Context: an optimization exercise on an open-source flow, tuned for small area, a short achievable clock period and few clock cycles. The choices shown serve that exercise and are no tape-out recipe. Function was checked by simulation only, so behaviour that the tests miss may differ from the original. No activity file was given, so power comes from the tool's default toggle rates.

Setup of tundra:
==> module vs_topk_insert, before the edit <==
module vs_topk_insert (
    input  logic               clk,
    input  logic               clr,
    input  logic               ins_valid,
    input  logic signed [26:0] ins_score,
    input  logic [9:0]         ins_id,
    output logic [2:0]         count,
    output logic [127:0]       score_flat,
    output logic [39:0]        id_flat
);
    logic signed [26:0] score_q [4];
    logic [9:0]         id_q    [4];
    logic [2:0]         count_q;
    logic [3:0]         take;
    wire signed [26:0] in_score = clr ? 27'sd0 : ins_score;
    wire [9:0]         in_id    = clr ? 10'd0  : ins_id;
    always_comb
        for (int i = 0; i < 4; i++)
            take[i] = (count_q <= 3'(i)) || (score_q[i] < ins_score);
    logic [3:0] sel_h, sel_s, sel_n;
    always_comb
        for (int i = 0; i < 4; i++) begin
            sel_s[i] = (i > 0) && !clr && ins_valid && take[(i > 0) ? i - 1 : 0];
            sel_n[i] = (clr || (ins_valid && take[i])) && !sel_s[i];
            sel_h[i] = !(clr || (ins_valid && take[i]));
        end
    always_ff @(posedge clk) begin
        if (!sel_h[0]) begin
            score_q[0] <= in_score;
            id_q[0]    <= in_id;
        end
        for (int i = 1; i < 4; i++) begin
            score_q[i] <= ({27{sel_h[i]}} & score_q[i])
                        | ({27{sel_s[i]}} & score_q[i - 1])
                        | ({27{sel_n[i]}} & in_score);
            id_q[i]    <= ({10{sel_h[i]}} & id_q[i])
                        | ({10{sel_s[i]}} & id_q[i - 1])
                        | ({10{sel_n[i]}} & in_id);
        end
        if (clr)
            count_q <= 3'd0;
        else if (ins_valid && count_q != 3'd4)
            count_q <= count_q + 3'd1;
    end
    always_comb
        for (int i = 0; i < 4; i++) begin
            score_flat[32*i +: 32] = {{5{score_q[i][26]}}, score_q[i]};
            id_flat[10*i +: 10]    = id_q[i];
        end
    assign count = count_q;
endmodule
==> flow/config.mk <==
export PLATFORM = sky130hd
export DESIGN_NAME = vs_topk_core
export DESIGN_NICKNAME = vs_topk_core
export VERILOG_FILES = /design/flow/design.v
export SDC_FILE = /design/flow/constraint.sdc
export NUM_CORES = 4
export LEC_CHECK = 0
export CAP_MARGIN = 20
export CORE_MARGIN = 2
export CORE_UTILIZATION = 60
export CTS_BUF_LIST = sky130_fd_sc_hd__clkbuf_8
export CTS_CLUSTER_DIAMETER = 100
export CTS_CLUSTER_SIZE = 12
export SLEW_MARGIN = 20
==> flow/constraint.sdc <==
create_clock -name core_clock -period 15.0 [get_ports {clk}]
set_input_delay 3.0000 -clock core_clock [delete_from_list [all_inputs] [get_ports {clk}]]
set_output_delay 3.0000 -clock core_clock [all_outputs]
set_load 0.01 [all_outputs]
standard.sh (not shown) runs the stock make flow with config.mk's settings and CLKGATE_MAP_FILE= SYNTH_SCRIPT=/design/flow/synth_recipe.tcl, a recipe that flattens the netlist after the stock synthesis.
==> flow/flow/run.sh <==
#!/bin/bash
# Layout: the standard ORFS flow with three changes:
#  1. after the standard synthesis, flow/polarity.py removes inverters by
#     choosing the polarity of signals around full adders (self-dual), gates
#     with a complementary twin (and2/nand2, ...) and xor2/xnor2;
#     registers are untouched;
#  2. the port buffers inserted during placement are sky130_fd_sc_hd__buf_1
#     (buffer_ports' own choice is the slower, larger clkdlybuf4s50_1);
#  3. repair_timing is asked for 10.7 ns of setup slack at the 15 ns clock.
set -euo pipefail
WH=$(grep -o 'WORK_HOME=[^ ]*' standard.sh | head -1 | cut -d= -f2)
RES="$WH/results/sky130hd/vs_topk_core/base"
bash standard.sh synth > make_synth.log 2>&1
cp "$RES/1_2_yosys.v" yosys_standard.v
python3 flow/polarity.py yosys_standard.v "$RES/1_2_yosys.v" > polarity.log 2>&1
bash standard.sh do-1_synth > make_synth_odb.log 2>&1
bash standard.sh finish "BUFFER_PORTS_ARGS=-buffer_cell sky130_fd_sc_hd__buf_1" SETUP_SLACK_MARGIN=10.7 > make_finish.log 2>&1
Other scripts of this flow, unchanged in this note and not shown: flow/flow/polarity.py
tundra | status: complete | timing, DRC, antenna: pass
Testbench counts of tundra, summed over its fixed seeds: cycles 128,284.
[inputs] zinc vs tundra
--- a/flow/design.v
+++ b/flow/design.v
@@ -33,11 +33,11 @@
     logic [3:0]         take;
     wire signed [26:0] in_score = clr ? 27'sd0 : ins_score;
     wire [9:0]         in_id    = clr ? 10'd0  : ins_id;
     always_comb
         for (int i = 0; i < 4; i++)
-            take[i] = (count_q <= 3'(i)) || (score_q[i] < ins_score);
+            take[i] = (count_q <= 3'(i)) || (ins_score > score_q[i]);
     logic [3:0] sel_h, sel_s, sel_n;
     always_comb
         for (int i = 0; i < 4; i++) begin
             sel_s[i] = (i > 0) && !clr && ins_valid && take[(i > 0) ? i - 1 : 0];
             sel_n[i] = (clr || (ins_valid && take[i])) && !sel_s[i];
## What came out
Final critical-path required period down 0.079 ns in zinc wrt tundra. Re switching part of the total: zinc is 0.60 points up on tundra. Relative to tundra, core footprint has gone up in zinc. Delta (zinc minus tundra): power density of the placed cells shrank by 0.53%, minimum setup slack after placement grew by 0.11 ns, via count grew by 1.6%, final area grew by 610 um^2, first-pass GRT wire length held steady. For the number of cells on the worst reg-to-reg path, zinc came in 1 higher than tundra did. On zinc: fraction of power consumed by combinational cells is 0.2 points higher than what tundra gave.
Testbench counts of zinc, summed over its fixed seeds: cycles 128,284.

========
## run a
Starting RTL as in the previous note.
clock: 15.0 ns
lec_check: 0
cap_margin: 20
core_margin: 2
core_utilization: 60
cts_buf_list: sky130_fd_sc_hd__clkbuf_8
cts_cluster_diameter: 100
cts_cluster_size: 12
slew_margin: 20
==> flow/flow/run.sh <==
#!/bin/bash
# Layout: the standard ORFS flow with three changes:
#  1. after the standard synthesis, flow/polarity.py removes inverters by
#     choosing the polarity of signals around full adders (self-dual), gates
#     with a complementary twin (and2/nand2, ...) and xor2/xnor2;
#     registers are untouched;
#  2. the port buffers inserted during placement are sky130_fd_sc_hd__buf_1
#     (buffer_ports' own choice is the slower, larger clkdlybuf4s50_1);
#  3. repair_timing is asked for 10.5 ns of setup slack at the 15 ns clock.
set -euo pipefail
WH=$(grep -o 'WORK_HOME=[^ ]*' standard.sh | head -1 | cut -d= -f2)
RES="$WH/results/sky130hd/vs_topk_core/base"
bash standard.sh synth > make_synth.log 2>&1
cp "$RES/1_2_yosys.v" yosys_standard.v
python3 flow/polarity.py yosys_standard.v "$RES/1_2_yosys.v" > polarity.log 2>&1
bash standard.sh do-1_synth > make_synth_odb.log 2>&1
bash standard.sh finish "BUFFER_PORTS_ARGS=-buffer_cell sky130_fd_sc_hd__buf_1" SETUP_SLACK_MARGIN=10.5 > make_finish.log 2>&1
Other scripts of this flow, unchanged in this note and not shown: flow/flow/polarity.py
Testbench counts of run a, summed over its fixed seeds: cycles 128,284.
Here is what was changed in the inputs of run b compared with run a.
diff --git a/flow/design.v b/flow/design.v
--- a/flow/design.v
+++ b/flow/design.v
@@ -32,32 +32,24 @@
     logic [2:0]         count_q;
     logic [3:0]         take;
     wire signed [26:0] in_score = clr ? 27'sd0 : ins_score;
     wire [9:0]         in_id    = clr ? 10'd0  : ins_id;
     always_comb
         for (int i = 0; i < 4; i++)
-            take[i] = (count_q <= 3'(i)) || (score_q[i] < ins_score);
-    logic [3:0] sel_h, sel_s, sel_n;
-    always_comb
-        for (int i = 0; i < 4; i++) begin
-            sel_s[i] = (i > 0) && !clr && ins_valid && take[(i > 0) ? i - 1 : 0];
-            sel_n[i] = (clr || (ins_valid && take[i])) && !sel_s[i];
-            sel_h[i] = !(clr || (ins_valid && take[i]));
-        end
+            take[i] = (count_q <= 3'(i)) || (ins_score > score_q[i]);
     always_ff @(posedge clk) begin
-        if (!sel_h[0]) begin
-            score_q[0] <= in_score;
-            id_q[0]    <= in_id;
-        end
-        for (int i = 1; i < 4; i++) begin
-            score_q[i] <= ({27{sel_h[i]}} & score_q[i])
-                        | ({27{sel_s[i]}} & score_q[i - 1])
-                        | ({27{sel_n[i]}} & in_score);
-            id_q[i]    <= ({10{sel_h[i]}} & id_q[i])
-                        | ({10{sel_s[i]}} & id_q[i - 1])
-                        | ({10{sel_n[i]}} & in_id);
+        for (int i = 0; i < 4; i++) begin
+            if (clr || (ins_valid && take[i])) begin
+                if (i > 0 && !clr && take[(i > 0) ? i - 1 : 0]) begin
+                    score_q[i] <= score_q[(i > 0) ? i - 1 : 0];
+                    id_q[i]    <= id_q[(i > 0) ? i - 1 : 0];
+                end else begin
+                    score_q[i] <= in_score;
+                    id_q[i]    <= in_id;
+                end
+            end
         end
         if (clr)
             count_q <= 3'd0;
         else if (ins_valid && count_q != 3'd4)
             count_q <= count_q + 3'd1;
     end
==> results.txt <==
Run b against run a: post-cts gate resize count went down 1, fraction of area in non-clock buffers went down 0.30 points, synthesized area went up about 4.7%, clock power went down about 2%, part of the total power dissipated in sequential elements went up 1.2 points. Delta (run b minus run a): number of well taps picked up an extra about 10%, register-to-register slack lost 0.02 ns. Compared with run a, the detailed router inserted fewer vias in run b. From run a to run b the numbers moved as follows: routed wire length dropped about 2%; global-route met2 utilization dropped 1.3 points; internal portion of total power climbed 81 µW.
Testbench counts of run b, summed over its fixed seeds: cycles 128,284.

port drivers added, routing unchanged:
The flow's constraints put no driver on any port. The routed layouts listed below were extracted and timed again, unchanged, in two steps. Step 1 sets driving cells, clkbuf_16 on the clock port and buf_2 on the other inputs (assumed; they add their load-dependent delay and slew). Step 2 also shifts input and output timing later by t, the mid clock arrival at the registers, as if the neighbouring blocks saw the same clock. a / b / c = no drivers / after step 1 / after step 2; a / b = the first two.
run	t (ns)	slack for setup (ns)	worst hold slack (ns)	clock arrival spread, ns
tundra	0.671	10.666 / 10.611 / 10.133	0.333 / 0.333 / 0.333	0.048 / 0.048
zinc	0.668	10.744 / 10.688 / 10.118	0.333 / 0.333 / 0.333	0.024 / 0.024
run a	0.665	10.638 / 10.598 / 10.016	0.331 / 0.331 / 0.331	0.064 / 0.063
run b	0.668	10.623 / 10.590 / 10.032	0.327 / 0.327 / 0.327	0.043 / 0.043
After both steps every run listed still meets setup and hold. For zinc, which loses most, drivers alone change the setup slack by -0.056 ns; drivers and shift together by -0.626 ns.
